This design comes from an exercise in tuning for small area on the open sky130 flow, not from production work.
RTL that was checked went through simulation tests only; none was proved equivalent to the original.
No functional check of the RTL was part of runs 4 and 5.
Power is estimated from default activity; no workload was simulated.

## flow/design.v

```verilog
`timescale 1ns/1ps
module gt_add #(parameter int N = 8) (
    input  logic [N-1:0] a,
    input  logic [N-1:0] b,
    input  logic         ci,
    output logic [N-1:0] s
);
    logic [N:0] c;
    assign c[0] = ci;
    for (genvar i = 0; i < N; i++) begin : g_bit
        assign s[i]   = a[i] ^ b[i] ^ c[i];
        assign c[i+1] = (a[i] & b[i]) | (a[i] & c[i]) | (b[i] & c[i]);
    end
endmodule
module gt_seq (
    input  logic clk25M,
    input  logic reset,
    input  logic frame_tick,
    output logic busy,
    output logic b1,
    output logic b2,
    output logic b3,
    output logic b4
);
    logic [5:0] seq;
    assign busy = (seq != 6'b100010);
    assign b1 = (seq[3:0] == 4'b0000);
    assign b2 = !seq[5] && !seq[4] && !seq[2] && !seq[1];
    assign b3 = !seq[5] && !seq[3] && !seq[2] && !seq[0];
    assign b4 = !seq[5] && !seq[4] && !seq[3] && seq[2] && seq[0];
    always_ff @(posedge clk25M) begin
        if (reset)     seq <= 6'b100010;
        else if (busy) seq <= {seq[4:0], seq[5] ^ seq[4] ^ seq[2] ^ seq[1]};
        else           seq <= {4'b1000, !frame_tick, 1'b0};
    end
endmodule
module gt_hq (
    input  logic       b1, b2, dir_r,
    input  logic [3:0] speed,
    input  logic [8:0] lp,
    input  logic [9:0] scan_h,
    output logic [9:0] hq,
    output logic       hc
);
    always_comb begin
        if (b1) begin
            hq = dir_r ? {6'b000000, speed} : {6'b111111, ~speed};
            hc = !dir_r;
        end else if (b2) begin
            hq = ~{lp, 1'b0};
            hc = 1'b0;
        end else begin
            hq = ~scan_h;
            hc = 1'b0;
        end
    end
endmodule
module gt_vq (
    input  logic       b1, b2,
    input  logic [6:0] lm,
    input  logic [9:0] scan_v,
    output logic [6:0] vq,
    output logic       vc
);
    always_comb begin
        if (b1) begin
            vq = 7'd0;
            vc = 1'b1;
        end else if (b2) begin
            vq = ~{1'b0, lm[6:1]};
            vc = 1'b0;
        end else begin
            vq = ~scan_v[9:3];
            vc = 1'b0;
        end
    end
endmodule
module gt_cq (
    input  logic       b3, b4, go_left,
    input  logic [9:0] scan_h,
    output logic [8:0] cq,
    output logic       cc
);
    always_comb begin
        if (b3) begin
            cq = 9'd4;
            cc = 1'b0;
        end else if (b4) begin
            cq = {9{go_left}};
            cc = !go_left;
        end else begin
            cq = ~scan_h[9:1];
            cc = 1'b0;
        end
    end
endmodule
module gt_dec (
    input  logic [9:0]  hs,
    input  logic [6:0]  vs,
    input  logic        ext,
    input  logic [15:0] alive,
    output logic        inv_hit,
    output logic [1:0]  row,
    output logic [1:0]  col
);
    logic [9:0] dh;
    logic [6:0] dv;
    logic       in_col, in_row;
    assign dh = ~hs;
    assign dv = ~vs;
    assign in_col = (dh[9:7] == 3'd0) && !dh[4];
    assign col    = dh[6:5];
    always_comb begin
        in_row = 1'b1;
        case (dv)
            7'd0, 7'd1:   row = 2'd0;
            7'd6, 7'd7:   row = 2'd1;
            7'd12, 7'd13: row = 2'd2;
            7'd18, 7'd19: row = 2'd3;
            7'd127: begin row = 2'd0; in_row = ext; end
            7'd5:   begin row = 2'd1; in_row = ext; end
            7'd11:  begin row = 2'd2; in_row = ext; end
            7'd17:  begin row = 2'd3; in_row = ext; end
            default: begin row = 2'd0; in_row = 1'b0; end
        endcase
    end
    assign inv_hit = in_col && in_row && alive[{row, col}];
endmodule
module gt_wall (
    input  logic [15:0] alive,
    input  logic        dir_r,
    input  logic [9:0]  hs,
    input  logic [5:0]  yq,
    output logic        wall,
    output logic        floor_hit
);
    logic [3:0] col_alive, row_alive;
    logic [1:0] cdir;
    logic       any_alive;
    always_comb begin
        for (int c = 0; c < 4; c++)
            col_alive[c] = alive[c] | alive[4+c] | alive[8+c] | alive[12+c];
        for (int r = 0; r < 4; r++)
            row_alive[r] = |alive[4*r +: 4];
        any_alive = |col_alive;
        if (dir_r)
            cdir = col_alive[3] ? 2'd3 : col_alive[2] ? 2'd2 : col_alive[1] ? 2'd1 : 2'd0;
        else
            cdir = col_alive[0] ? 2'd0 : col_alive[1] ? 2'd1 : col_alive[2] ? 2'd2 : 2'd3;
        if (row_alive[3])      floor_hit = yq[5];
        else if (row_alive[2]) floor_hit = yq[5] && (yq[4:0] >= 5'd6);
        else if (row_alive[1]) floor_hit = yq[5] && (yq[4:0] >= 5'd12);
        else                   floor_hit = yq[5] && (yq[4:0] >= 5'd18);
    end
    assign wall = any_alive && hs[9] && (hs[8:7] == {2{!dir_r}})
               && (hs[6:5] == ~cdir) && hs[4] && (hs[3:0] != 4'd0);
endmodule
module gt_pix (
    input  logic [9:0] scan_h,
    input  logic [9:0] scan_v,
    input  logic [8:0] cs,
    input  logic [7:0] ls,
    input  logic [8:0] lp,
    input  logic       la,
    input  logic       inv_hit,
    input  logic [1:0] row,
    output logic [2:0] cls
);
    wire can_px = (scan_v[9:3] == 7'd55) && (cs[8:3] == 6'b111111);
    wire las_px = la && (scan_h[9:1] == lp) && !scan_h[0] && (ls[7:1] == 7'h7f);
    always_comb begin
        if (las_px)       cls = 3'b111;
        else if (can_px)  cls = 3'b110;
        else if (inv_hit) begin
            case (row)
                2'd0:    cls = 3'b101;
                2'd1:    cls = 3'b011;
                2'd2:    cls = 3'b010;
                default: cls = 3'b100;
            endcase
        end else          cls = 3'b000;
    end
endmodule
module game_top (
    input  logic              clk25M,
    input  logic              reset,
    input  logic              frame_tick,
    input  logic              btn_left,
    input  logic              btn_right,
    input  logic              btn_fire,
    input  logic [3:0]        speed,
    input  logic              scan_en,
    input  logic [9:0]        scan_h,
    input  logic [9:0]        scan_v,
    output logic              busy,
    output logic              pixel_en,
    output logic [11:0]       pixel_color
);
    logic        b1, b2, b3, b4;
    logic [9:0]  fx;
    logic [5:0]  yq;
    logic [15:0] alive;
    logic        dir_r;
    logic [8:0]  cp;
    logic        la;
    logic [8:0]  lp;
    logic [6:0]  lm;
    gt_seq u_seq (.clk25M(clk25M), .reset(reset), .frame_tick(frame_tick),
                  .busy(busy), .b1(b1), .b2(b2), .b3(b3), .b4(b4));
    logic [9:0] hq, hs;
    logic       hc;
    logic [6:0] vq, vs;
    logic       vc;
    logic [8:0] cq, cs;
    logic       cc;
    logic [7:0] ls;
    wire go_left  = btn_left && (cp != 9'd0);
    wire go_right = btn_right && (cp < 9'd312);
    gt_hq u_hq (.b1(b1), .b2(b2), .dir_r(dir_r), .speed(speed), .lp(lp), .scan_h(scan_h), .hq(hq), .hc(hc));
    gt_add #(10) u_ha (.a(fx), .b(hq), .ci(hc), .s(hs));
    gt_vq u_vq (.b1(b1), .b2(b2), .lm(lm), .scan_v(scan_v), .vq(vq), .vc(vc));
    gt_add #(7) u_va (.a({1'b0, yq}), .b(vq), .ci(vc), .s(vs));
    gt_cq u_cq (.b3(b3), .b4(b4), .go_left(go_left), .scan_h(scan_h), .cq(cq), .cc(cc));
    gt_add #(9) u_ca (.a(cp), .b(cq), .ci(cc), .s(cs));
    gt_add #(8) u_la (.a({1'b0, lm}), .b(b3 ? 8'hff : ~scan_v[9:2]), .ci(1'b0), .s(ls));
    logic       inv_hit, wall, floor_hit;
    logic [1:0] row, col;
    gt_dec u_dec (.hs(hs), .vs(vs), .ext(b2 && lm[0]), .alive(alive),
                  .inv_hit(inv_hit), .row(row), .col(col));
    gt_wall u_wall (.alive(alive), .dir_r(dir_r), .hs(hs), .yq(yq),
                    .wall(wall), .floor_hit(floor_hit));
    wire hit     = b2 && la && inv_hit;
    logic hit_q;
    wire la_left = la && !hit_q;
    always_ff @(posedge clk25M) begin
        if (b2) hit_q <= hit;
    end
    always_ff @(posedge clk25M) begin
        if (reset) begin
            fx    <= 10'd32;
            yq    <= 6'd4;
            dir_r <= 1'b1;
            cp    <= 9'd156;
            la    <= 1'b0;
        end else begin
            if (b1) begin
                if (wall) begin
                    dir_r <= !dir_r;
                    if (!floor_hit) yq <= vs[5:0];
                end else begin
                    fx <= hs;
                end
            end
            if (b3) la <= la_left ? !ls[7] : btn_fire;
            if (b4 && (go_left || go_right)) cp <= cs;
        end
    end
    always_ff @(posedge clk25M) begin
        for (int i = 0; i < 16; i++)
            alive[i] <= reset || (alive[i] && !(hit && {row, col} == 4'(i)));
    end
    always_ff @(posedge clk25M) begin
        if (b3) begin
            lm <= la_left ? ls[6:0] : 7'd108;
            if (!la_left) lp <= cs;
        end
    end
    localparam logic [2:0] NONE = 3'b001;
    logic [2:0] cls, px_q1, px_q2;
    gt_pix u_pix (.scan_h(scan_h), .scan_v(scan_v), .cs(cs), .ls(ls), .lp(lp), .la(la),
                  .inv_hit(inv_hit), .row(row), .cls(cls));
    always_ff @(posedge clk25M) begin
        px_q1 <= (reset || !scan_en) ? NONE : cls;
        px_q2 <= reset ? NONE : px_q1;
    end
    assign pixel_en = (px_q2 != NONE);
    assign pixel_color = {{4{px_q2[2]}},
                          px_q2[1] | (px_q2[2] & !px_q2[0]),
                          {3{px_q2[1]}},
                          {4{px_q2[0]}}};
endmodule
```

## flow/flow/run.sh

```bash
#!/bin/bash
# The standard layout with three changes: an area-oriented ABC script for
# the combinational logic (registers are mapped before ABC, so they are the
# standard synthesis's), the smallest buffer on the ports, and a clock tree
# without dummy loads.
set -euo pipefail
rm -rf scripts_abc
cp -r "$FLOW_HOME/scripts" scripts_abc
cp flow/abc_area.script scripts_abc/abc_area.script
bash standard.sh \
  "SCRIPTS_DIR=$PWD/scripts_abc" \
  "BUFFER_PORTS_ARGS=-buffer_cell sky130_fd_sc_hd__buf_1" \
  "CTS_ARGS=-sink_clustering_enable -repair_clock_nets -dont_use_dummy_load -buf_list sky130_fd_sc_hd__clkbuf_8" \
  finish > standard.log 2>&1
```

## flow/flow/abc_area.script

```
&get -n
&st
&syn2
&dch -f
&nf -R 1000
&put
strash
&get -n
&st
&dch -f
&nf -R 1000
&put
strash
&get -n
&st
&dch -f
&nf -R 1000
&put
topo
stime -c
buffer -c
upsize -c
dnsize -c
```

## flow/standard.sh

```bash
#!/bin/bash
# synth_recipe.tcl (not shown) runs the flow's synth.tcl, then flattens the netlist and writes it again
# the make line also repeats each setting of config.mk as NAME=value (left out here)
make -C /OpenROAD-flow-scripts/flow DESIGN_CONFIG=/design/flow/config.mk WORK_HOME=/design/flow/orfs CLKGATE_MAP_FILE= SYNTH_SCRIPT=/design/flow/synth_recipe.tcl "${@:-finish}"
```

## flow/config.mk

```make
export PLATFORM = sky130hd
export DESIGN_NAME = game_top
export DESIGN_NICKNAME = game_top
export VERILOG_FILES = /design/flow/design.v
export SDC_FILE = /design/flow/constraint.sdc
export NUM_CORES = 4
export LEC_CHECK = 0
export ABC_AREA = 1
export CAP_MARGIN = 20
export CORE_MARGIN = 2
export CORE_UTILIZATION = 65
export SLEW_MARGIN = 20
```

## flow/constraint.sdc

```tcl
create_clock -name core_clock -period 6.0 [get_ports {clk25M}]
set_input_delay 1.2000 -clock core_clock [delete_from_list [all_inputs] [get_ports {clk25M}]]
set_output_delay 1.2000 -clock core_clock [all_outputs]
set_load 0.01 [all_outputs]
```

==> metrics.md, run 1 <==
| Metric | Value |
|---|---|
| GR peak layer | `met2` |
| Filler cells | `507` |
| Total CTS buffers | `9` |
| Grt total ovfl | `0` |
| Area delta synth->final | `12.0%` |
| RSZ-0062 raised after global routing | `no` |
| Hpwl dp | `7860 microns` |
| Die width | `86.8 microns` |
| Setup WS pre-CTS | `-0.465 ns` |
| Grt met3 use | `5.33%` |
| Worst-Margin Slew | `0.943 ns` |
| Final Net Count | `628` |
| Ports | `45` |
| Initial antenna violation count | `0` |
| Post-synth EDFFs | `17` |
| Required time worst endpoint | `6.21 ns` |
| Leakage | `2.00 nW` |
| First-pass GRT wire length | `17100 microns` |
| Critical Path Fanout Max | `5` |
| CTS root buf | `clkbuf_8` |
| Via density | `5.89` |
| Starting density of the core | `between 60% and 70%` |
| Die H | `86.8 microns` |
| PD cells | `443 mW/mm^2` |
| CORE AREA | `0.00672 sq mm` |
| Largest net degree at the start of global routing | `between 50 and 60` |
| Main flop type after synthesis | `dfxtp_1` |
| WL/cell | `15.7 microns` |
| Share of cells above drive strength 1 | `13.1%` |
| Clock latency (worst-skew pair) | `0.34 ns` |
| Fin crit period | `5.66 ns` |
| IO Port Bufs | `42` |
| Crit Path Class | `input port to flip-flop` |
| Worst hold path class | `flip-flop to flip-flop` |
| WP data arrival | `5.87 ns` |
| Grt met1 use | `36.3%` |
| Max cap viols | `0` |
| Site row count | `30` |
| CP endpoint kind | `flip-flop` |
| Clock sinks | `72` |
| Mapped Nets | `570` |
| Syn_area_per_cell | `roughly 8.9 sq um` |
| Hold Vio Cnt, Final | `0` |
| Headroom to the max-slew limit | `between 30 and 40%` |
| RD Place Congestion | `around 0.9` |
| DRC Markers | `0` |
| Routed vias | `3761` |
| Clk buf depth | `2` |
| Global Route Usage Sum | `29.1%` |
| Register area share after synthesis | `36.2%` |
| Remaining antenna violation count after routing | `0` |
| Top cells by count, synth | `nand2_1 (63), dfxtp_1 (55), inv_1 (41), nor2_1 (37), fa_1 (29)` |
| Hold_ws | `0.412 ns` |
| # H-tree levels | `3` |
| Synth async-reset ratio | `0%` |
| Final WS setup | `0.338 ns` |
| Crit start category | `input port` |
| Met2 GRT Util | `48.7%` |
| Status | `no timing/DRC/antenna violations` |
| Area share of the largest cell type after synthesis | `24.7%` |
| Clock slew at reported path FFs | `about 0.070 ns` |
| YS warnings | `8` |
| N_diodes | `0` |
| Count of unique library cells instantiated by Yosys | `56` |
| #FFs+latches synth | `72` |
| Most frequent cell after synthesis | `nand2_1` |
| Mapped Area | `about 0.0045 sq mm` |
| Vias in the first global route | `3707` |
| Fmax | `roughly 180 MHz` |
| Post-synthesis cell type with the largest combined area | `dfxtp_1` |
| Drt pass-1 iters | `5` |
| Power, Total | `0.00221 W` |
| CTS tree | `yes` |
| Initial DRC Count | `233` |
| Tcrit/Tclk final | `94.4%` |
| Final setup viols | `0` |
| Worst-case clock skew | `0.0150 ns` |
| Routed wire length | `10000 microns` |
| Synth area leaders | `dfxtp_1 (25%), fa_1 (13%), edfxtp_1 (11%)` |
| Die area | `0.00754 sq mm` |
| Cells after Synth | `503` |
| Peak VDD IR | `0.233 mV` |
| Fin. max-slew vios | `0` |
-- report_power, final --
| group | switching (W) | internal, W | leakage, nW | total, W |
|---|---|---|---|---|
| Sequential | 0.0000545 | 0.000591 | 0.597 | 0.000645 |
| Combinational | 0.000722 | 0.000552 | 1.34 | 0.00127 |
| Clock | 0.000156 | 0.000134 | 0.0647 | 0.000290 |
-- final cells by class --
| class | count | area (sq um) | area share (%) |
|---|---|---|---|
| tap | 80 | 100 | 2.01 |
| inverter | 43 | 163 | 3.26 |
| sequential | 72 | 1610 | 32.3 |
| clock buffer | 9 | 124 | 2.48 |
| timing repair buffer | 76 | 414 | 8.30 |
| multi-input combinational | 359 | 2580 | 51.7 |
-- registers in the layout (all words and copies together), names as in the netlist --
name       count
yq             6
fx            10
cp             9
hit_q          1
lp             9
px_q1          3
alive         16
px_q2          3
la             1
dir_r          1
u_seq.seq      6
lm             7
-- per-layer routing --
metal	vias up	routed length, microns	share of wire, %
met5	-	0	0
met4	0	337	3.4
met3	39	582	5.8
met2	147	4860	48
met1	1758	4250	42
li1	1817	-	-
-- critical path: stages --
cell,delay (ns)
buf_1,0.11
xnor2_1,0.13
a21oi_1,0.14
buf_4,0.15
fa_2,0.21
fa_2,0.21
fa_2,0.20
fa_1,0.16
inv_1,0.05
fa_2,0.36
fa_2,0.37
fa_2,0.37
fa_2,0.34
fa_1,0.38
xor2_1,0.17
xnor2_1,0.20
nand2_1,0.14
nor3_2,0.15
o311ai_2,0.16
inv_2,0.10
and3_4,0.28
nand2_4,0.08
o21ai_1,0.12
nand2b_1,0.07
-- repair_timing --
action                                  in CTS  in global routing
endpoints found under the setup margin       8                 33
pin swaps                                    0                  5
hold buffers                                 0                  0
gates resized for setup                      1                 13
buffers inserted                             0                  2
-- metrics by stage --
step	cells	setup TNS [ns]	util [%]	area [sq um]
global route	639	0	74.3	4990
floorplan	503	0	-	4460
CTS	637	0	73.4	4930
finish	639	0	74.3	4990
detailed placement	628	-9.36	71.5	4800
global placement	628	-6.54	71.5	4800
-- cells by family (layout without fill, tap and decap cells) --
logic type	count (synthesis)	count (layout)	synth area share, %
buf+inv	72	128	7.05
simple gates	180	180	20.2
flops	72	72	36.2
fa+ha+maj	36	36	15.0
mux	8	8	1.80
compound gates	116	116	15.9
xor+xnor	19	19	3.90
-- placed cells by master, fill, tap and decap left out, types with 2 or more instances in the layout --
cell / Yosys / layout
a211oi_1: 11 / 10
a21boi_0: 2 / 2
a21o_1: 2 / 2
a21oi_1: 28 / 28
a31oi_1: 9 / 9
and2_1: 4 / 4
buf_1: 1 / 41
buf_4: 8 / 34
clkbuf_8: 0 / 9
dfxtp_1: 55 / 55
edfxtp_1: 17 / 17
fa_1: 29 / 22
fa_2: 0 / 7
ha_1: 7 / 7
inv_1: 41 / 41
mux2i_1: 8 / 8
nand2_1: 63 / 62
nand2_4: 4 / 4
nand2b_1: 23 / 23
nand3_1: 4 / 4
nand4_1: 6 / 6
nand4b_1: 2 / 2
nor2_1: 37 / 36
nor2b_1: 7 / 7
nor3_1: 11 / 10
nor4_1: 11 / 11
o21ai_0: 22 / 22
o21ai_1: 17 / 16
o22ai_1: 9 / 9
o2bb2ai_1: 2 / 2
or2_2: 2 / 2
or4_1: 2 / 2
xnor2_1: 11 / 11
xor2_1: 7 / 7
-- final timing paths --
path	startpoint	endpoint	slack [ns]	cells past startpoint
setup / recovery	speed[0]	alive[5]$_DFF_P_	0.34	24
hold / removal	px_q1[0]$_SDFF_PP1_	px_q2[0]$_SDFF_PP1_	0.41	1
setup reg to reg	u_seq.seq[2]$_SDFF_PP0_	alive[5]$_DFF_P_	0.40	25
hold reg to reg	px_q1[0]$_SDFF_PP1_	px_q2[0]$_SDFF_PP1_	0.41	1
==> run 2: changes to the inputs <==
==> flow/flow/abc_area.script (replaced) <==
&get -n
&st
&syn2
&dch -f
&nf -R 1000
&put
strash
&get -n
&st
&dch -f
&nf -R 1000
&put
topo
stime -c
buffer -c
upsize -c
dnsize -c
==> run 2 against run 1 <==
Highest routed layer unchanged. Setup slack lost 0.034 ns. Critical endpoint is now yq[1]$_SDFFE_PP0P_. Global-route usage is 0.69 points lower. Die area increased by 0.59%. Register-to-register slack improved by 0.03 ns. Power fell by 5.5%. Largest power group unchanged. Combinational power down 9%. Clock-buffer cell count stayed put.
==> metrics.md, run 2 <==
| Metric | Value |
|---|---|
| Clock sinks | `72` |
| Area share of the largest cell type after synthesis | `between 20% and 30%` |
| Routed wire length | `10000 microns` |
| Post-synthesis cell type with the largest combined area | `dfxtp_1` |
| Peak VDD IR | `0.258 mV` |
| WL/cell | `~16 microns` |
| Max incr delay on CP | `roughly 0.46 ns` |
| Fmax | `176 MHz` |
| NetSw | `0.000914 W` |
| Register area share after synthesis | `between 30 and 40%` |
| Grt total ovfl | `0` |
| Met2 GRT Util | `48.4%` |
| Hold wc startpoint | `px_q1[0]$_SDFF_PP1_` |
| Max reg flops | `16` |
| FF-to-FF Start | `u_seq.seq[3]$_SDFF_PP0_` |
| Die H | `87.1 microns` |
| Commonest non-fill, non-tap cells in the layout | `nand2_1 (65), dfxtp_1 (54), nor2_1 (45)` |
| Grt met3 use | `around 4.5%` |
| Largest Register | `alive` |
| Share of cells above drive strength 1 | `10.4%` |
| Sequential share of power | `30.8%` |
| Max cap viols | `0` |
| Finished Cell Area | `a little under 0.005 sq mm` |
| Die width | `87.1 microns` |
| Power, Total | `approximately 0.0021 W` |
| Synth area leaders | `dfxtp_1 (25%), fa_1 (13%), edfxtp_1 (11%)` |
| CP endpoint kind | `flip-flop` |
| # H-tree levels | `3` |
| Drt pass-1 iters | `4` |
| Fin. max-slew vios | `0` |
| Synth async-reset ratio | `0%` |
| Syn_area_per_cell | `8.84 sq um` |
| Crit Path Class | `input port to flip-flop` |
| Final WS setup | `0.304 ns` |
| Routed vias | `around 3600` |
| Post-Layout Cell Count | `628` |
| Final setup viols | `0` |
| Mapped Area | `0.00448 sq mm` |
| Crit start category | `input port` |
| RD Place Congestion | `0.885` |
| Top Registers | `alive: 16 flops, fx: 10 flops` |
| Ports | `45` |
| CTS root buf | `clkbuf_8` |
| Remaining antenna violation count after routing | `0` |
| Placed Area | `roughly 0.0047 sq mm` |
| Hold Vio Cnt, Final | `0` |
| Sw Ratio | `43.8%` |
| CTS tree | `yes` |
| Worst hold path class | `flip-flop to flip-flop` |
| Die area | `about 0.0076 sq mm` |
| Headroom to the max-slew limit | `35.6%` |
| Crit-path slowest cell | `fa_1` |
| Initial DRC Count | `~180` |
| GR peak layer | `met2` |
| Initial antenna violation count | `0` |
| Starting density of the core | `66.7%` |
| Cells after Synth | `just over 500` |
| Global Route Usage Sum | `28.4%` |
| Count of unique library cells instantiated by Yosys | `54` |
| Most frequent cell after synthesis | `nand2_1` |
| WP data arrival | `5.88 ns` |
| Clock latency (worst-skew pair) | `between 0.3 and 0.4 ns` |
| Total CTS buffers | `9` |
| Largest net degree at the start of global routing | `between 50 and 60` |
| # placed instances | `617` |
| First-pass GRT wire length | `16600 microns` |
| CP Cell Sequence | `buf_1, xnor2_1, o21ai_2, fa_1, fa_2, fa_1, fa_1, inv_1, fa_1, fa_2, fa_1, fa_1, fa_1, a211o_1, nand2_1, o211ai_1, nor3_2, nand2_2, a21oi_2, buf_4, mux2i_1, nor2_1` |
| Via density | `5.77` |
| Tcrit/Tclk final | `94.9%` |
| Site row count | `30` |
| Top cells by count, synth | `nand2_1 (66), dfxtp_1 (55), nor2_1 (45), inv_1 (40), a21oi_1 (30)` |
| Mapped Nets | `574` |
| Hpwl dp | `roughly 7700 microns` |
| #FFs+latches synth | `72` |
| N_diodes | `0` |
| Post-synth EDFFs | `17` |
| Vias in the first global route | `approximately 3500` |
| IO Port Bufs | `42` |
| Clk buf depth | `2` |
| CORE AREA | `~0.0067 sq mm` |
| Combinational share of power | `55.1%` |
| Setup WS pre-CTS | `-0.188 ns` |
| Area delta synth->final | `9.15%` |
| Most frequent CP cell | `fa_1` |
| P_int | `0.00117 W` |
| Main flop type after synthesis | `dfxtp_1` |
| CTS Hold Buffers Added | `0` |
| Clock slew at reported path FFs | `~0.08 ns` |
| Required time worst endpoint | `6.19 ns` |
| Post-layout util | `between 70 and 80%` |
| DRC Markers | `0` |
| Fin crit period | `5.70 ns` |
| Critical Path Source | `speed[0]` |
| Grt met1 use | `36.9%` |
| Most common cell after layout, fill and taps aside | `nand2_1` |
| Critical Path Fanout Max | `9` |
| Worst-Margin Slew | `0.967 ns` |
| Worst-case clock skew | `0.0188 ns` |
| PD cells | `427 mW/mm^2` |
| YS warnings | `8` |
| Status | `no timing/DRC/antenna violations` |
| Final Net Count | `617` |
| Clock share of power | `between 10% and 20%` |
| Leakage | `between 1.5 and 2 nW` |
[run 2: worst paths after layout]
kind,to,slack (ns),depth (start not counted)
setup / recovery,yq[1]$_SDFFE_PP0P_,0.30,22
hold / removal,px_q2[0]$_SDFF_PP1_,0.41,1
setup reg to reg,yq[1]$_SDFFE_PP0P_,0.43,23
hold reg to reg,px_q2[0]$_SDFF_PP1_,0.41,1
[run 2: cell type report]
cell class | count | area [sq um]
clock buffers | 9 | 124
fillers | 560 | 1820
inverters | 41 | 159
multi-input cells | 366 | 2600
flip-flops and latches | 72 | 1610
well taps | 80 | 100
repair buffers | 60 | 295
[run 2: timing repair]
item                                    CTS  global route
setup buffers                             0             2
gates resized for setup                   0            11
endpoints found under the setup margin    0            33
[run 2: kinds of logic (layout without fill, tap and decap cells)]
family          Yosys count  in the layout  synth area share, %
compound gates          109            109                 15.0
xor+xnor                 19             19                 3.71
fa+ha+maj                36             36                 14.9
buf+inv                  69            110                 6.72
flops                    72             72                 35.9
mux                       8              8                 1.79
simple gates            194            194                 21.9
[run 2: layer usage]
layer	wire [microns]	up-vias	share of wire, %
li1	-	1793	-
met1	4360	1727	44
met2	5060	87	51
met3	395	17	3.9
met4	189	0	1.9
met5	0	-	0
[run 2: metrics by stage]
stage	setup TNS, ns	hold WS (ns)
after floorplan	0	0.389
after global placement	-1.63	0.397
after detailed placement	-1.94	0.398
after CTS	0	0.416
after global routing	-0.0193	0.427
final	0	0.413
[run 2: worst max-delay path, delay by kind of cell]
kind | cells | cell delay [ns]
and+or+nand+nor | 4 | 0.48
muxes | 1 | 0.18
adders and majority gates | 9 | 2.93
xor gates and xnor gates | 1 | 0.18
buffers and inverters | 3 | 0.34
AOI/OAI and AO/OA | 4 | 0.58
[run 2: power by group through the flow]
stage | Combinational [W] | Sequential, W | Clock, W
6_report | 0.00115 | 0.000643 | 0.000294
5_1_grt | 0.00129 | 0.000651 | 0.000318
4_1_cts | 0.00112 | 0.000643 | 0.000298
3_5_place_dp | 0.00111 | 0.000653 | 0
3_3_place_gp | 0.00108 | 0.000650 | 0
2_1_floorplan | 0.000832 | 0.000641 | 0
==> run 3: changes to the inputs <==
--- a/flow/design.v
+++ b/flow/design.v
@@ -103,3 +103,4 @@
     output logic [1:0]  row,
-    output logic [1:0]  col
+    output logic [1:0]  col,
+    output logic [15:0] box       
 );
@@ -127,2 +128,5 @@
     assign inv_hit = in_col && in_row && alive[{row, col}];
+    always_comb
+        for (int i = 0; i < 16; i++)
+            box[i] = in_col && in_row && (row == 2'(i / 4)) && (col == 2'(i % 4));
 endmodule
@@ -227,4 +231,5 @@
     logic [1:0] row, col;
+    logic [15:0] box;
     gt_dec u_dec (.hs(hs), .vs(vs), .ext(b2 && lm[0]), .alive(alive),
-                  .inv_hit(inv_hit), .row(row), .col(col));
+                  .inv_hit(inv_hit), .row(row), .col(col), .box(box));
     gt_wall u_wall (.alive(alive), .dir_r(dir_r), .hs(hs), .yq(yq),
@@ -259,3 +264,3 @@
         for (int i = 0; i < 16; i++)
-            alive[i] <= reset || (alive[i] && !(hit && {row, col} == 4'(i)));
+            alive[i] <= reset || (alive[i] && !(b2 && la && box[i]));
     end
==> run 3 against run 2 <==
Still clean. Non-clock buffer count is 3 higher. Routed wire length is 1.2% lower. Flip-flop and latch count did not move. Synthesized cell count decreased by 0.20%. Critical path depth up 2. Hold slack worse by 0.0047 ns.
==> metrics.md, run 3 <==
| Metric | Value |
|---|---|
| Filler cells | `518` |
| Mapped Area | `0.00450 sq mm` |
| YS warnings | `8` |
| Routed wire length | `slightly below 10000 microns` |
| WP data arrival | `about 5.9 ns` |
| CP Cell Sequence | `buf_1, xnor2_1, o21ai_0, buf_4, fa_1, fa_1, fa_1, fa_1, inv_1, fa_1, fa_1, fa_1, fa_1, fa_1, xor2_1, xnor2_1, nand2_1, buf_4, nor3_1, buf_4, nand2_1, buf_4, mux2i_1, nor2_1` |
| Crit start category | `input port` |
| Critical Path Fanout Max | `7` |
| Peak VDD IR | `0.253 mV` |
| Fin. max-slew vios | `0` |
| Site row count | `30` |
| Fin crit period | `5.66 ns` |
| Crit Path Class | `input port to flip-flop` |
| Ports | `45` |
| Initial antenna violation count | `0` |
| Tcrit/Tclk final | `94.3%` |
| Area occupied by multi-input gates | `0.00259 sq mm` |
| Top cells by count, synth | `nand2_1 (82), dfxtp_1 (55), nor2_1 (41), inv_1 (39), a21oi_1 (33)` |
| Register area share after synthesis | `35.8%` |
| Count of unique library cells instantiated by Yosys | `between 50 and 60` |
| RSZ-0062 raised after global routing | `no` |
| Final setup viols | `0` |
| Post-synthesis cell type with the largest combined area | `dfxtp_1` |
| Required time worst endpoint | `between 6 and 7 ns` |
| Post-synth EDFFs | `17` |
| Vias in the first global route | `3473` |
| Largest net degree at the start of global routing | `52` |
| Fmax | `177 MHz` |
| Worst hold path class | `flip-flop to flip-flop` |
| Max cap viols | `0` |
| Remaining antenna violation count after routing | `0` |
| Leakage | `1.99 nW` |
| Share of cells above drive strength 1 | `9.84%` |
| CORE AREA | `0.00676 sq mm` |
| Mapped Nets | `573` |
| WP buf/inv | `6` |
| Total CTS buffers | `9` |
| Die H | `87.2 microns` |
| Family with the most delay on the worst path | `adder cells` |
| Die width | `roughly 87 microns` |
| Final Net Count | `618` |
| CTS resizes | `0` |
| Largest Register | `alive` |
| RD Place Congestion | `0.903` |
| Global Route Usage Sum | `28.1%` |
| Drt pass-1 iters | `5` |
| First-pass GRT wire length | `16500 microns` |
| Max reg flops | `16` |
| # H-tree levels | `3` |
| Die area | `0.00760 sq mm` |
| Initial DRC Count | `216` |
| Worst-case clock skew | `0.0186 ns` |
| WL/cell | `15.7 microns` |
| Hold_ws | `0.408 ns` |
| Starting density of the core | `66.6%` |
| Main flop type after synthesis | `dfxtp_1` |
| Synth async-reset ratio | `0%` |
| Synth area leaders | `dfxtp_1 (24%), fa_1 (13%), edfxtp_1 (11%)` |
| Cells after Synth | `506` |
| Setup TNS | `0 ns` |
| Setup Buffers After CTS | `0` |
| Seq. cell area | `0.00161 sq mm` |
| Clock slew at reported path FFs | `0.07 ns` |
| N_diodes | `0` |
| Area delta synth->final | `8.88%` |
| CTS root buf | `clkbuf_8` |
| Most frequent CP cell | `fa_1` |
| Area share of the largest cell type after synthesis | `24.5%` |
| CP endpoint kind | `flip-flop` |
| Routed vias | `3711` |
| Post-layout util | `around 72%` |
| CTS Hold Buffers Added | `0` |
| PD cells | `416 mW/mm^2` |
| DRC Markers | `0` |
| IO Port Bufs | `42` |
| Max incr delay on CP | `0.40 ns` |
| Hpwl dp | `7640 microns` |
| Headroom to the max-slew limit | `49.1%` |
| Top Registers | `alive: 16 flops, fx: 10 flops` |
| Via density | `between 5 and 6` |
| Clock sinks | `72` |
| Most frequent cell after synthesis | `nand2_1` |
| Clock latency (worst-skew pair) | `roughly 0.35 ns` |
| Commonest non-fill, non-tap cells in the layout | `nand2_1 (82), dfxtp_1 (55), buf_1 (41)` |
| Syn_area_per_cell | `8.89 sq um` |
| Grt total ovfl | `0` |
| #FFs+latches synth | `between 70 and 80` |
| Clk buf depth | `2` |
| Hold Vio Cnt, Final | `0` |
| CTS tree | `yes` |
| Most common cell after layout, fill and taps aside | `nand2_1` |
| Status | `no timing/DRC/antenna violations` |
| Worst-Margin Slew | `0.760 ns` |
| Crit-path slowest cell | `fa_1` |
-- run 3: changes by cell type after synthesis, sizes merged, moves of 3 or more --
cell     delta
a21o       +18
and2        +3
mux4        +4
nand2      +13
nand2b     -16
nand3       +3
nor2        -5
o2111ai     -3
o21ai      -18
o22ai       -6
-- run 3: final cells by class --
class,instances,area share (%)
multi-input combinational,364,52.9
sequential,72,32.9
clock buffer,9,2.53
timing repair buffer,63,6.47
inverter,41,3.17
tap,80,2.04
-- run 3: path summary, 6_finish.rpt --
kind | startpoint | to | slack, ns | cells past startpoint
worst max-delay path | speed[0] | yq[4]$_SDFFE_PP0P_ | 0.34 | 24
worst min-delay path | px_q1[0]$_SDFF_PP1_ | px_q2[0]$_SDFF_PP1_ | 0.41 | 1
worst max register to register | u_seq.seq[2]$_SDFF_PP0_ | yq[4]$_SDFFE_PP0P_ | 0.43 | 24
worst min register to register | px_q1[0]$_SDFF_PP1_ | px_q2[0]$_SDFF_PP1_ | 0.41 | 1
-- run 3: worst register-to-register path, stage by stage (launching register included) --
cell and delay [ns]:
dfxtp_1 0.37, nor3_4 0.25, nand2b_1 0.24, nand3_1 0.20, o21ai_0 0.13, buf_4 0.17, fa_1 0.40, fa_1 0.39
fa_1 0.40, fa_1 0.37, inv_1 0.07, fa_1 0.18, fa_1 0.19, fa_1 0.19, fa_1 0.20, fa_1 0.48
a211o_1 0.25, a21oi_1 0.13, nand3_1 0.10, nor3_1 0.16, buf_4 0.15, nand2_1 0.04, buf_4 0.17, mux2i_1 0.16
nor2_1 0.05
-- run 3: logic make-up after synthesis --
logic type               after synthesis  share of synthesized area (%)
multiplexers                          13                           4.01
AND/OR/NAND/NOR                      194                           20.3
XOR/XNOR                              17                           3.31
buffers and inverters                 70                           6.79
adder cells (fa/ha/maj)               36                           14.9
AO/OA/AOI/OAI                        104                           14.9
flip-flops                            72                           35.8
-- run 3: metrics by stage --
| step | setup WS (ns) | total power [W] | cell area, sq um | std cells |
|---|---|---|---|---|
| after floorplan | 0.475 | 0.00145 | 4500 | 506 |
| after global placement | -0.176 | 0.00170 | 4760 | 620 |
| after detailed placement | -0.258 | 0.00173 | 4760 | 620 |
| after CTS | 0.0884 | 0.00203 | 4890 | 629 |
| after global routing | 0.0367 | 0.00218 | 4900 | 629 |
| final | 0.343 | 0.00204 | 4900 | 629 |
-- run 3: routing by layer --
layer / vias to the layer above / global-route usage [%] / share of wire [%]
li1: 1791 / - / -
met1: 1752 / 38.1 / 44
met2: 156 / 45.9 / 48
met3: 12 / 5.97 / 6.8
met4: 0 / 8.11 / 1.1
met5: - / 0 / 0
-- run 3: report_power, final --
group	total [W]	switching, W	internal, W
registers	0.000650	0.0000587	0.000591
logic	0.00109	0.000631	0.000463
clock network	0.000292	0.000159	0.000134
total	0.00204	0.000848	0.00119
==> run 4: changes to the inputs <==
--- a/flow/design.v
+++ b/flow/design.v
@@ -25,11 +25,11 @@
     logic [5:0] seq;
-    assign busy = (seq != 6'b100010);
-    assign b1 = (seq[3:0] == 4'b0000);
-    assign b2 = !seq[5] && !seq[4] && !seq[2] && !seq[1];
-    assign b3 = !seq[5] && !seq[3] && !seq[2] && !seq[0];
-    assign b4 = !seq[5] && !seq[4] && !seq[3] && seq[2] && seq[0];
-    always_ff @(posedge clk25M) begin
-        if (reset)     seq <= 6'b100010;
-        else if (busy) seq <= {seq[4:0], seq[5] ^ seq[4] ^ seq[2] ^ seq[1]};
-        else           seq <= {4'b1000, !frame_tick, 1'b0};
+    assign busy = (seq != 6'b111000);
+    assign b1 = !seq[0] && !seq[2] && !seq[3] && !seq[4];
+    assign b2 = !seq[1] && !seq[3] && !seq[4] && !seq[5];
+    assign b3 = !seq[0] && !seq[2] && !seq[4] && !seq[5];
+    assign b4 = !seq[0] && !seq[1] && !seq[3] && !seq[5];
+    always_ff @(posedge clk25M) begin
+        if (reset)           seq <= 6'b111000;
+        else if (busy)       seq <= {seq[4:0], seq[5] ^ seq[4]};
+        else if (frame_tick) seq <= 6'b100010;
     end
@@ -103,4 +103,3 @@
     output logic [1:0]  row,
-    output logic [1:0]  col,
-    output logic [15:0] box       
+    output logic [1:0]  col
 );
@@ -128,5 +127,2 @@
     assign inv_hit = in_col && in_row && alive[{row, col}];
-    always_comb
-        for (int i = 0; i < 16; i++)
-            box[i] = in_col && in_row && (row == 2'(i / 4)) && (col == 2'(i % 4));
 endmodule
@@ -231,5 +227,4 @@
     logic [1:0] row, col;
-    logic [15:0] box;
     gt_dec u_dec (.hs(hs), .vs(vs), .ext(b2 && lm[0]), .alive(alive),
-                  .inv_hit(inv_hit), .row(row), .col(col), .box(box));
+                  .inv_hit(inv_hit), .row(row), .col(col));
     gt_wall u_wall (.alive(alive), .dir_r(dir_r), .hs(hs), .yq(yq),
@@ -264,3 +259,3 @@
         for (int i = 0; i < 16; i++)
-            alive[i] <= reset || (alive[i] && !(b2 && la && box[i]));
+            alive[i] <= reset || (alive[i] && !(hit && {row, col} == 4'(i)));
     end
@@ -272,4 +267,4 @@
     end
-    localparam logic [2:0] NONE = 3'b001;
-    logic [2:0] cls, px_q1, px_q2;
+    logic [2:0] cls, cls_q1, cls_q2;
+    logic [1:0] en_q;
     gt_pix u_pix (.scan_h(scan_h), .scan_v(scan_v), .cs(cs), .ls(ls), .lp(lp), .la(la),
@@ -277,10 +272,14 @@
     always_ff @(posedge clk25M) begin
-        px_q1 <= (reset || !scan_en) ? NONE : cls;
-        px_q2 <= reset ? NONE : px_q1;
-    end
-    assign pixel_en = (px_q2 != NONE);
-    assign pixel_color = {{4{px_q2[2]}},
-                          px_q2[1] | (px_q2[2] & !px_q2[0]),
-                          {3{px_q2[1]}},
-                          {4{px_q2[0]}}};
-endmodule
+        cls_q1 <= cls;
+        cls_q2 <= cls_q1;
+    end
+    always_ff @(posedge clk25M) begin
+        if (reset) en_q <= 2'b00;
+        else       en_q <= {en_q[0], scan_en};
+    end
+    assign pixel_en = en_q[1];
+    assign pixel_color = {{4{cls_q2[2]}},
+                          cls_q2[1] | (cls_q2[2] & !cls_q2[0]),
+                          {3{cls_q2[1]}},
+                          {4{cls_q2[0]}}};
+endmodule
==> flow/flow/run.sh (replaced) <==
#!/bin/bash
# The standard layout with two changes: the smallest buffer on the ports,
# and a clock tree without dummy loads.
set -euo pipefail
bash standard.sh \
  "BUFFER_PORTS_ARGS=-buffer_cell sky130_fd_sc_hd__buf_1" \
  "CTS_ARGS=-sink_clustering_enable -repair_clock_nets -dont_use_dummy_load -buf_list sky130_fd_sc_hd__clkbuf_8" \
  finish > standard.log 2>&1
removed: flow/flow/abc_area.script
==> run 4 against run 3 <==
Still clean. First-iteration DRC count is 33% higher. Synthesized cell count is 25% higher. Clock power is 4% higher. Clock skew is 0.0036 ns higher. Non-clock buffer count is 4 lower. Core utilization is 1.6 points higher. Register-to-register slack worse by 0.08 ns. Hold slack worse by 0.076 ns.
==> metrics.md, run 4 <==
| Metric | Value |
|---|---|
| First-pass GRT wire length | `19700 microns` |
| Post-synthesis cell type with the largest combined area | `dfxtp_1` |
| Largest net degree at the start of global routing | `35` |
| Worst-Margin Slew | `0.967 ns` |
| Setup TNS | `0 ns` |
| YS warnings | `8` |
| Most frequent CP cell | `fa_2` |
| PD cells | `312 mW/mm^2` |
| Post-Layout Cell Count | `774` |
| Required time worst endpoint | `6.29 ns` |
| GR peak layer | `met2` |
| Clock latency (worst-skew pair) | `0.35 ns` |
| Main flop type after synthesis | `dfxtp_1` |
| Mapped Area | `0.00497 sq mm` |
| Clk buf depth | `2` |
| Ports | `45` |
| Final WS setup | `0.189 ns` |
| Grt met3 use | `4.81%` |
| Met2 GRT Util | `51.4%` |
| Post-layout util | `around three quarters` |
| Crit Path Class | `input port to flip-flop` |
| Leakage | `around 2.4 nW` |
| Count of unique library cells instantiated by Yosys | `47` |
| Synth async-reset ratio | `0%` |
| Worst-case clock skew | `0.0223 ns` |
| Filler cells | `598` |
| Post-synth EDFFs | `17` |
| Max reg flops | `16` |
| Hpwl dp | `~9000 microns` |
| Crit-path slowest cell | `fa_1` |
| Worst hold path class | `flip-flop to flip-flop` |
| R2R Setup Slk | `0.35 ns` |
| Drt pass-1 iters | `5` |
| Hold_ws | `0.332 ns` |
| WP data arrival | `approximately 6.1 ns` |
| Largest Register | `alive` |
| Area share of the largest cell type after synthesis | `23.0%` |
| WL/cell | `15.0 microns` |
| Top cells by count, synth | `nand2_1 (122), inv_1 (88), nor2_1 (73), dfxtp_1 (57), nand3_1 (39)` |
| Fmax | `172 MHz` |
| Vias in the first global route | `4347` |
| Final setup viols | `0` |
| Fin crit period | `5.81 ns` |
| Global Route Usage Sum | `29.4%` |
| Synth area leaders | `dfxtp_1 (23%), fa_1 (12%), edfxtp_1 (10%)` |
| Syn_area_per_cell | `7.88 sq um` |
| RD Place Congestion | `0.956` |
| Via density | `5.65` |
| Cells after Synth | `631` |
| Mapped Nets | `roughly 700` |
| CTS tree | `yes` |
| Tcrit/Tclk final | `96.8%` |
| # placed instances | `763` |
| CTS root buf | `clkbuf_8` |
| Initial DRC Count | `287` |
| Setup WS pre-CTS | `-0.461 ns` |
| Initial antenna violation count | `0` |
| Max incr delay on CP | `0.57 ns` |
| Clock slew at reported path FFs | `0.08 ns` |
| Final Net Count | `743` |
| Site row count | `31` |
| Share of cells above drive strength 1 | `13.9%` |
| Fin. max-slew vios | `0` |
| Routed vias | `4373` |
| Die H | `91.5 microns` |
| Grt met1 use | `between 30% and 40%` |
| DRC Markers | `0` |
| Hold Vio Cnt, Final | `0` |
| Starting density of the core | `67.8%` |
| Clock sinks | `74` |
| Max cap viols | `0` |
| Total CTS buffers | `9` |
| Grt total ovfl | `0` |
| Most frequent cell after synthesis | `nand2_1` |
| N_diodes | `0` |
| IO Port Bufs | `42` |
| Critical Path Fanout Max | `9` |
| Commonest non-fill, non-tap cells in the layout | `nand2_1 (119), inv_1 (86), nor2_1 (73)` |
| Die width | `91.5 microns` |
| Headroom to the max-slew limit | `35.6%` |
| Most common cell after layout, fill and taps aside | `nand2_1` |
| # H-tree levels | `3` |
| Area delta synth->final | `9.21%` |
| CORE AREA | `0.00733 sq mm` |
| Crit start category | `input port` |
| Peak VDD IR | `0.243 mV` |
| Top Registers | `alive: 16 flops, fx: 10 flops` |
| Routed wire length | `~12000 microns` |
| Die area | `0.00836 sq mm` |
| #FFs+latches synth | `74` |
| Remaining antenna violation count after routing | `0` |
| CP endpoint kind | `flip-flop` |
| Status | `no timing/DRC/antenna violations` |
| Register area share after synthesis | `33.2%` |
## run 4: cell types whose count changed after synthesis, sizes merged, moves of 12 or more
cell	previous run	this run
inv	40	91
nand2	83	133
nand4	3	15
nand3	11	55
o21ai	17	39
nor2	42	79
a21o	20	0
## run 4: per-layer routing
layer	wire length, microns	vias up	part of all wire, %
met2	5950	135	51
met1	4780	2097	41
li1	-	2117	-
met3	663	24	5.7
met4	227	0	2.0
met5	0	-	0
## run 4: power by group
part / switching [W] / internal (W) / leakage [nW] / total [W]
Sequential: 0.0000349 / 0.000560 / 0.609 / 0.000595
Clock: 0.000169 / 0.000134 / 0.0647 / 0.000303
Combinational: 0.000509 / 0.000284 / 1.76 / 0.000794
Total: 0.000714 / 0.000979 / 2.44 / 0.00169
## run 4: through the flow
stage                     instance area [sq um]  total power (W)
after floorplan                            4970          0.00115
final                                      5430          0.00169
after CTS                                  5380          0.00165
after global routing                       5430          0.00181
after detailed placement                   5230          0.00134
after global placement                     5230          0.00131
## run 4: final timing paths
| check | startpoint | to | cells past startpoint |
|---|---|---|---|
| worst max-delay path | scan_h[0] | fx[2]$_SDFFE_PP0P_ | 25 |
| worst min-delay path | cls_q1[1]$_SDFF_PP1_ | cls_q2[1]$_DFF_P_ | 0 |
| worst max register to register | u_seq.seq[0]$_SDFFE_PP0P_ | fx[2]$_SDFFE_PP0P_ | 27 |
| worst min register to register | cls_q1[1]$_SDFF_PP1_ | cls_q2[1]$_DFF_P_ | 0 |
## run 4: worst max-delay path, delay by kind of cell
kind                     cells  cell delay (ns)
adder cells (fa/ha/maj)      9             3.05
AND/OR/NAND/NOR              8             0.92
AO/OA/AOI/OAI                4             0.49
buffers and inverters        4             0.43
## run 4: cells by family after synthesis
group / Yosys count / share of synthesized area (%)
mux: 1 / 0.201
simple gates: 303 / 30.0
xor+xnor: 12 / 2.49
flops: 74 / 33.2
buf+inv: 115 / 9.92
compound gates: 91 / 11.0
fa+ha+maj: 35 / 13.2
## run 4: layout make-up
type                       count  area, sq um  share of cell area, %
multi-input combinational    442         2890                   53.2
timing repair buffer          59          299                   5.51
clock buffer                   9          124                   2.28
inverter                      91          344                   6.34
tap                           99          124                   2.28
sequential                    74         1650                   30.4
## run 4: repair_timing
| action | 4_1_cts | 5_1_grt |
|---|---|---|
| endpoints found under the setup margin | 29 | 35 |
| hold buffers | 0 | 0 |
| endpoints found under the hold margin | 0 | 0 |
| setup buffers | 1 | 1 |
| resized for setup | 4 | 15 |
| pin swaps | 1 | 2 |
==> run 5: changes to the inputs <==
--- a/flow/design.v
+++ b/flow/design.v
@@ -22,3 +22,4 @@
     output logic b3,
-    output logic b4
+    output logic b4,
+    output logic b5
 );
@@ -30,2 +31,3 @@
     assign b4 = !seq[0] && !seq[1] && !seq[3] && !seq[5];
+    assign b5 = !seq[1] && !seq[2] && !seq[3];
     always_ff @(posedge clk25M) begin
@@ -37,3 +39,5 @@
 module gt_hq (
-    input  logic       b1, b2, dir_r,
+    input  logic       march,    
+    input  logic       madd,     
+    input  logic       b3,
     input  logic [3:0] speed,
@@ -45,6 +49,6 @@
     always_comb begin
-        if (b1) begin
-            hq = dir_r ? {6'b000000, speed} : {6'b111111, ~speed};
-            hc = !dir_r;
-        end else if (b2) begin
+        if (march) begin
+            hq = madd ? {6'b000000, speed} : {6'b111111, ~speed};
+            hc = !madd;
+        end else if (b3) begin
             hq = ~{lp, 1'b0};
@@ -58,3 +62,3 @@
 module gt_vq (
-    input  logic       b1, b2,
+    input  logic       b2, b3,
     input  logic [6:0] lm,
@@ -65,6 +69,6 @@
     always_comb begin
-        if (b1) begin
+        if (b2) begin
             vq = 7'd0;
             vc = 1'b1;
-        end else if (b2) begin
+        end else if (b3) begin
             vq = ~{1'b0, lm[6:1]};
@@ -78,3 +82,3 @@
 module gt_cq (
-    input  logic       b3, b4, go_left,
+    input  logic       b4, b5, go_left,
     input  logic [9:0] scan_h,
@@ -84,6 +88,6 @@
     always_comb begin
-        if (b3) begin
+        if (b4) begin
             cq = 9'd4;
             cc = 1'b0;
-        end else if (b4) begin
+        end else if (b5) begin
             cq = {9{go_left}};
@@ -198,3 +202,3 @@
 );
-    logic        b1, b2, b3, b4;
+    logic        b1, b2, b3, b4, b5;
     logic [9:0]  fx;
@@ -208,3 +212,3 @@
     gt_seq u_seq (.clk25M(clk25M), .reset(reset), .frame_tick(frame_tick),
-                  .busy(busy), .b1(b1), .b2(b2), .b3(b3), .b4(b4));
+                  .busy(busy), .b1(b1), .b2(b2), .b3(b3), .b4(b4), .b5(b5));
     logic [9:0] hq, hs;
@@ -218,12 +222,12 @@
     wire go_right = btn_right && (cp < 9'd312);
-    gt_hq u_hq (.b1(b1), .b2(b2), .dir_r(dir_r), .speed(speed), .lp(lp), .scan_h(scan_h), .hq(hq), .hc(hc));
+    gt_hq u_hq (.march(b1 || b2), .madd(dir_r ^ b2), .b3(b3), .speed(speed), .lp(lp), .scan_h(scan_h), .hq(hq), .hc(hc));
     gt_add #(10) u_ha (.a(fx), .b(hq), .ci(hc), .s(hs));
-    gt_vq u_vq (.b1(b1), .b2(b2), .lm(lm), .scan_v(scan_v), .vq(vq), .vc(vc));
+    gt_vq u_vq (.b2(b2), .b3(b3), .lm(lm), .scan_v(scan_v), .vq(vq), .vc(vc));
     gt_add #(7) u_va (.a({1'b0, yq}), .b(vq), .ci(vc), .s(vs));
-    gt_cq u_cq (.b3(b3), .b4(b4), .go_left(go_left), .scan_h(scan_h), .cq(cq), .cc(cc));
+    gt_cq u_cq (.b4(b4), .b5(b5), .go_left(go_left), .scan_h(scan_h), .cq(cq), .cc(cc));
     gt_add #(9) u_ca (.a(cp), .b(cq), .ci(cc), .s(cs));
-    gt_add #(8) u_la (.a({1'b0, lm}), .b(b3 ? 8'hff : ~scan_v[9:2]), .ci(1'b0), .s(ls));
+    gt_add #(8) u_la (.a({1'b0, lm}), .b(b4 ? 8'hff : ~scan_v[9:2]), .ci(1'b0), .s(ls));
     logic       inv_hit, wall, floor_hit;
     logic [1:0] row, col;
-    gt_dec u_dec (.hs(hs), .vs(vs), .ext(b2 && lm[0]), .alive(alive),
+    gt_dec u_dec (.hs(hs), .vs(vs), .ext(b3 && lm[0]), .alive(alive),
                   .inv_hit(inv_hit), .row(row), .col(col));
@@ -231,7 +235,8 @@
                     .wall(wall), .floor_hit(floor_hit));
-    wire hit     = b2 && la && inv_hit;
-    logic hit_q;
+    wire hit     = b3 && la && inv_hit;
+    logic wall_q, hit_q;
     wire la_left = la && !hit_q;
     always_ff @(posedge clk25M) begin
-        if (b2) hit_q <= hit;
+        if (b1) wall_q <= wall;
+        if (b3) hit_q <= hit;
     end
@@ -245,12 +250,9 @@
         end else begin
-            if (b1) begin
-                if (wall) begin
-                    dir_r <= !dir_r;
-                    if (!floor_hit) yq <= vs[5:0];
-                end else begin
-                    fx <= hs;
-                end
+            if (b1 || (b2 && wall_q)) fx <= hs;
+            if (b2 && wall_q) begin
+                dir_r <= !dir_r;
+                if (!floor_hit) yq <= vs[5:0];
             end
-            if (b3) la <= la_left ? !ls[7] : btn_fire;
-            if (b4 && (go_left || go_right)) cp <= cs;
+            if (b4) la <= la_left ? !ls[7] : btn_fire;
+            if (b5 && (go_left || go_right)) cp <= cs;
         end
@@ -262,3 +264,3 @@
     always_ff @(posedge clk25M) begin
-        if (b3) begin
+        if (b4) begin
             lm <= la_left ? ls[6:0] : 7'd108;
@@ -267,4 +269,4 @@
     end
-    logic [2:0] cls, cls_q1, cls_q2;
-    logic [1:0] en_q;
+    localparam logic [2:0] NONE = 3'b001;
+    logic [2:0] cls, px_q1, px_q2;
     gt_pix u_pix (.scan_h(scan_h), .scan_v(scan_v), .cs(cs), .ls(ls), .lp(lp), .la(la),
@@ -272,14 +274,10 @@
     always_ff @(posedge clk25M) begin
-        cls_q1 <= cls;
-        cls_q2 <= cls_q1;
-    end
-    always_ff @(posedge clk25M) begin
-        if (reset) en_q <= 2'b00;
-        else       en_q <= {en_q[0], scan_en};
-    end
-    assign pixel_en = en_q[1];
-    assign pixel_color = {{4{cls_q2[2]}},
-                          cls_q2[1] | (cls_q2[2] & !cls_q2[0]),
-                          {3{cls_q2[1]}},
-                          {4{cls_q2[0]}}};
-endmodule
+        px_q1 <= (reset || !scan_en) ? NONE : cls;
+        px_q2 <= reset ? NONE : px_q1;
+    end
+    assign pixel_en = (px_q2 != NONE);
+    assign pixel_color = {{4{px_q2[2]}},
+                          px_q2[1] | (px_q2[2] & !px_q2[0]),
+                          {3{px_q2[1]}},
+                          {4{px_q2[0]}}};
+endmodule
==> flow/run.sh (new file) <==
#!/bin/bash
# synth_recipe.tcl (not shown) runs the flow's synth.tcl, then flattens the netlist and writes it again
# the make line also repeats each setting of config.mk as NAME=value (left out here)
make -C /OpenROAD-flow-scripts/flow DESIGN_CONFIG=/design/flow/config.mk WORK_HOME=/design/flow/orfs CLKGATE_MAP_FILE= SYNTH_SCRIPT=/design/flow/synth_recipe.tcl finish
--- a/flow/config.mk
+++ b/flow/config.mk
@@ -10,3 +10,5 @@
 export CORE_MARGIN = 2
-export CORE_UTILIZATION = 65
+export CORE_UTILIZATION = 40
+export CTS_BUF_LIST = sky130_fd_sc_hd__clkbuf_8
+export GPL_TIMING_DRIVEN = 0
 export SLEW_MARGIN = 20
removed: flow/flow/run.sh
removed: flow/standard.sh
==> run 5 against run 4 <==
Hold slack better by 0.075 ns. Maximum frequency grew 0.10%. Power up 26%. Combinational power is 28% higher. Clock-buffer cell count rose by 2. Final cell count rose by 8.3%. Critical path depth unchanged. Register-to-register slack worse by 0.06 ns. Flip-flop and latch count decreased by 1. Synthesized cell count decreased by 0.32%. Sequential power up about 10%. Largest power group unchanged. Highest routed layer unchanged.
==> metrics.md, run 5 <==
| Metric | Value |
|---|---|
| PD cells | `around 360 mW/mm^2` |
| Power, Total | `roughly 0.0021 W` |
| Hold Vio Cnt, Final | `0` |
| Max incr delay on CP | `0.42 ns` |
| RSZ-0062 raised after global routing | `no` |
| Sequential share of power | `30.7%` |
| N_diodes | `0` |
| Critical R2R Capture | `alive[14]$_DFF_P_` |
| Synth async-reset ratio | `0%` |
| Max reg flops | `16` |
| Initial DRC Count | `197` |
| Die area | `0.0132 sq mm` |
| Largest net degree at the start of global routing | `14` |
| Leakage | `2.61 nW` |
| Area delta synth->final | `19.5%` |
| Grt total ovfl | `0` |
| First-pass GRT wire length | `21000 microns` |
| Top Registers | `alive: 16 flops, fx: 10 flops` |
| WP data arrival | `6.07 ns` |
| Die H | `115 microns` |
| Crit start category | `input port` |
| Post-synthesis cell type with the largest combined area | `dfxtp_1` |
| Starting density of the core | `between 40% and 50%` |
| CTS Hold Buffers Added | `0` |
| Initial antenna violation count | `0` |
| CTS root buf | `clkbuf_8` |
| Vias in the first global route | `4350` |
| Critical Path Fanout Max | `8` |
| Commonest non-fill, non-tap cells in the layout | `nand2_1 (110), inv_1 (89), nor2_1 (77)` |
| Routed vias | `4286` |
| Post-synth EDFFs | `18` |
| CTS tree | `yes` |
| Most frequent cell after synthesis | `nand2_1` |
| Worst hold path class | `flip-flop to flip-flop` |
| Final WS setup | `0.195 ns` |
| Clock share of power | `between 20 and 25%` |
| Die width | `approximately 110 microns` |
| Setup WS pre-CTS | `-0.890 ns` |
| Hpwl dp | `9990 microns` |
| Clock latency (worst-skew pair) | `~0.38 ns` |
| Largest Register | `alive` |
| Cells on worst reg2reg path | `28` |
| Fmax | `between 150 and 200 MHz` |
| Synth area leaders | `dfxtp_1 (22%), fa_1 (12%), edfxtp_1 (11%)` |
| Combinational share of power | `47.7%` |
| Routed wire length | `12700 microns` |
| Main flop type after synthesis | `dfxtp_1` |
| Crit-path slowest cell | `fa_2` |
| Sw Ratio | `42.8%` |
| Via density | `5.11` |
| #FFs+latches synth | `between 70 and 80` |
| Status | `no timing/DRC/antenna violations` |
| Top cells by count, synth | `nand2_1 (110), inv_1 (89), nor2_1 (78), dfxtp_1 (55), o21ai_0 (48)` |
| Share of cells above drive strength 1 | `13.7%` |
| Headroom to the max-slew limit | `47.8%` |
| Most common cell after layout, fill and taps aside | `nand2_1` |
| CORE AREA | `0.0120 sq mm` |
| Mapped Nets | `695` |
| Worst-Margin Slew | `0.780 ns` |
| Fin crit period | `5.80 ns` |
| Fin. max-slew vios | `0` |
| P_int | `0.00122 W` |
| CP endpoint kind | `flip-flop` |
| Clock sinks | `73` |
| Site row count | `40` |
| Worst-case clock skew | `0.0103 ns` |
| Worst setup endpoint | `alive[14]$_DFF_P_` |
| Max cap viols | `0` |
| Tcrit/Tclk final | `96.7%` |
| Critical Path Source | `scan_h[0]` |
| Syn_area_per_cell | `7.83 sq um` |
| Clock slew at reported path FFs | `about 0.080 ns` |
| Crit Path Class | `input port to flip-flop` |
| Register area share after synthesis | `33.3%` |
| NetSw | `0.000914 W` |
| DRC Markers | `0` |
| Required time worst endpoint | `6.26 ns` |
| R2R Setup Slk | `0.29 ns` |
| Final Net Count | `approximately 750` |
| WL/cell | `about 15 microns` |
| Count of unique library cells instantiated by Yosys | `45` |
| Area share of the largest cell type after synthesis | `~22%` |
| Remaining antenna violation count after routing | `0` |
| Peak VDD IR | `0.272 mV` |
| Most frequent CP cell | `fa_2` |
| YS warnings | `8` |
| Clk buf depth | `2` |
| IO Port Bufs | `42` |
| Cells after Synth | `~630` |
| Total CTS buffers | `9` |
| Mapped Area | `0.00492 sq mm` |
| Drt pass-1 iters | `5` |
| Global Route Usage Sum | `between 20 and 25%` |
| # H-tree levels | `3` |
| FF-to-FF Start | `u_seq.seq[3]$_SDFFE_PP1P_` |
| Final setup viols | `0` |
| Ports | `45` |
| RD Place Congestion | `about 0.9` |
run 5: cell types whose count changed in the layout (fill, tap and decap cells not counted), sizes merged, moves of 3 or more:
cell           delta
buf              -41
clkdlybuf4s50    +39
nand3            -17
clkbuf           +11
o21ai            +11
nand2             -8
nor3              +7
inv               +6
nand4             -6
o211ai            +6
nor2              +3
xor2              +3
run 5: metal layers:
metal,GRT usage (%),wire length [microns]
met5,0,0
met2,36.7,6370
met3,4.96,507
met1,24.4,5610
met4,6.27,193
run 5: layout make-up:
cell class | count | area (sq um)
Fill cell | 1204 | 6130
Multi-Input combinational cell | 437 | 2830
Sequential cell | 73 | 1640
Timing Repair Buffer | 47 | 474
Inverter | 96 | 365
Tap cell | 147 | 184
Clock buffer | 11 | 151
Buffer | 22 | 150
Clock inverter | 5 | 83.8
run 5: how the worst min path moves through the flow:
| stage | start | to | cells past startpoint |
|---|---|---|---|
| finish | px_q1[1]$_SDFF_PP0_ | px_q2[1]$_SDFF_PP0_ | 2 |
| global route | px_q1[1]$_SDFF_PP0_ | px_q2[1]$_SDFF_PP0_ | 2 |
| CTS | px_q1[1]$_SDFF_PP0_ | px_q2[1]$_SDFF_PP0_ | 2 |
| detailed placement | px_q1[1]$_SDFF_PP0_ | px_q2[1]$_SDFF_PP0_ | 2 |
| global placement | px_q1[1]$_SDFF_PP0_ | px_q2[1]$_SDFF_PP0_ | 2 |
| floorplan | px_q1[1]$_SDFF_PP0_ | px_q2[1]$_SDFF_PP0_ | 2 |
run 5: repair_timing:
| action | in CTS | in global routing |
|---|---|---|
| hold endpoints to repair | 0 | 0 |
| cloned | 1 | 0 |
| resized for setup | 18 | 10 |
| buffers inserted | 2 | 1 |
| setup endpoints to repair | 22 | 21 |
| pin swaps | 16 | 3 |
run 5: kinds of logic (layout without fill, tap and decap cells):
kind of cell / after synthesis / after routing / share of synthesized area, %
AND/OR/NAND/NOR: 280 / 280 / 27.6
buffers and inverters: 119 / 181 / 10.3
flip-flops: 73 / 73 / 33.3
AO/OA/AOI/OAI: 107 / 107 / 12.6
XOR/XNOR: 15 / 15 / 2.82
adder cells (fa/ha/maj): 35 / 35 / 13.3
run 5: metrics by stage:
stage               util, %  cells  hold WS [ns]  cell area (sq um)  TNS, ns
floorplan                 -    629         0.388               4920        0
global placement       46.0    818         0.394               5530   -14.05
detailed placement     46.1    819         0.398               5540   -17.09
CTS                    48.7    838         0.410               5850        0
global route           49.0    838         0.426               5880        0
finish                 49.0    838         0.407               5880        0
run 5: power groups by stage:
stage | registers (W) | clock network, W | logic, W
floorplan | 0.000650 | 0 | 0.000712
global placement | 0.000661 | 0 | 0.000936
detailed placement | 0.000663 | 0 | 0.000970
CTS | 0.000653 | 0.000476 | 0.00101
global route | 0.000662 | 0.000497 | 0.00115
finish | 0.000655 | 0.000462 | 0.00102
run 5: worst max-delay path, delay by kind of cell:
family / cells / cell delay (ns)
AND/OR/NAND/NOR: 8 / 0.74
AO/OA/AOI/OAI: 1 / 0.06
XOR/XNOR: 2 / 0.34
adder cells (fa/ha/maj): 9 / 3.08
buffers and inverters: 5 / 0.63

re-timing with driven ports:
No port has a modelled driver above. Below, the same layouts with a new extraction and two added sets of constraints. Step 1, drivers: a clkbuf_16 drives clk25M and a buf_2 each remaining input, both assumed. Step 2 moves the port delays by t, midway between the first and last clock arrival at a register: inputs arrive t later, outputs are due t later. That takes back most of the time a late clock gives input paths. Slacks: ideal ports / drivers / drivers and shift; pairs: ideal ports / drivers.
run | t, ns | slack for setup (ns) | worst hold slack (ns) | clock arrival spread, ns | worst register clock-pin slew, ns
run 1 | 0.360 | 0.338 / 0.347 / -0.013 | 0.412 / 0.412 / 0.412 | 0.015 / 0.015 | 0.07 / 0.07
run 2 | 0.369 | 0.304 / 0.312 / -0.058 | 0.413 / 0.413 / 0.413 | 0.019 / 0.019 | 0.08 / 0.08
run 3 | 0.371 | 0.343 / 0.354 / -0.017 | 0.408 / 0.408 / 0.408 | 0.018 / 0.019 | 0.08 / 0.08
run 4 | 0.374 | 0.189 / 0.199 / -0.175 | 0.332 / 0.332 / 0.332 | 0.022 / 0.023 | 0.08 / 0.08
run 5 | 0.411 | 0.195 / 0.202 / -0.209 | 0.407 / 0.407 / 0.407 | 0.010 / 0.011 | 0.09 / 0.09
With both steps, setup timing fails in every run listed, where it was met with ideal ports. The setup slack of run 5, which loses most, moves by +0.007 ns with the drivers and by -0.404 ns with both steps.
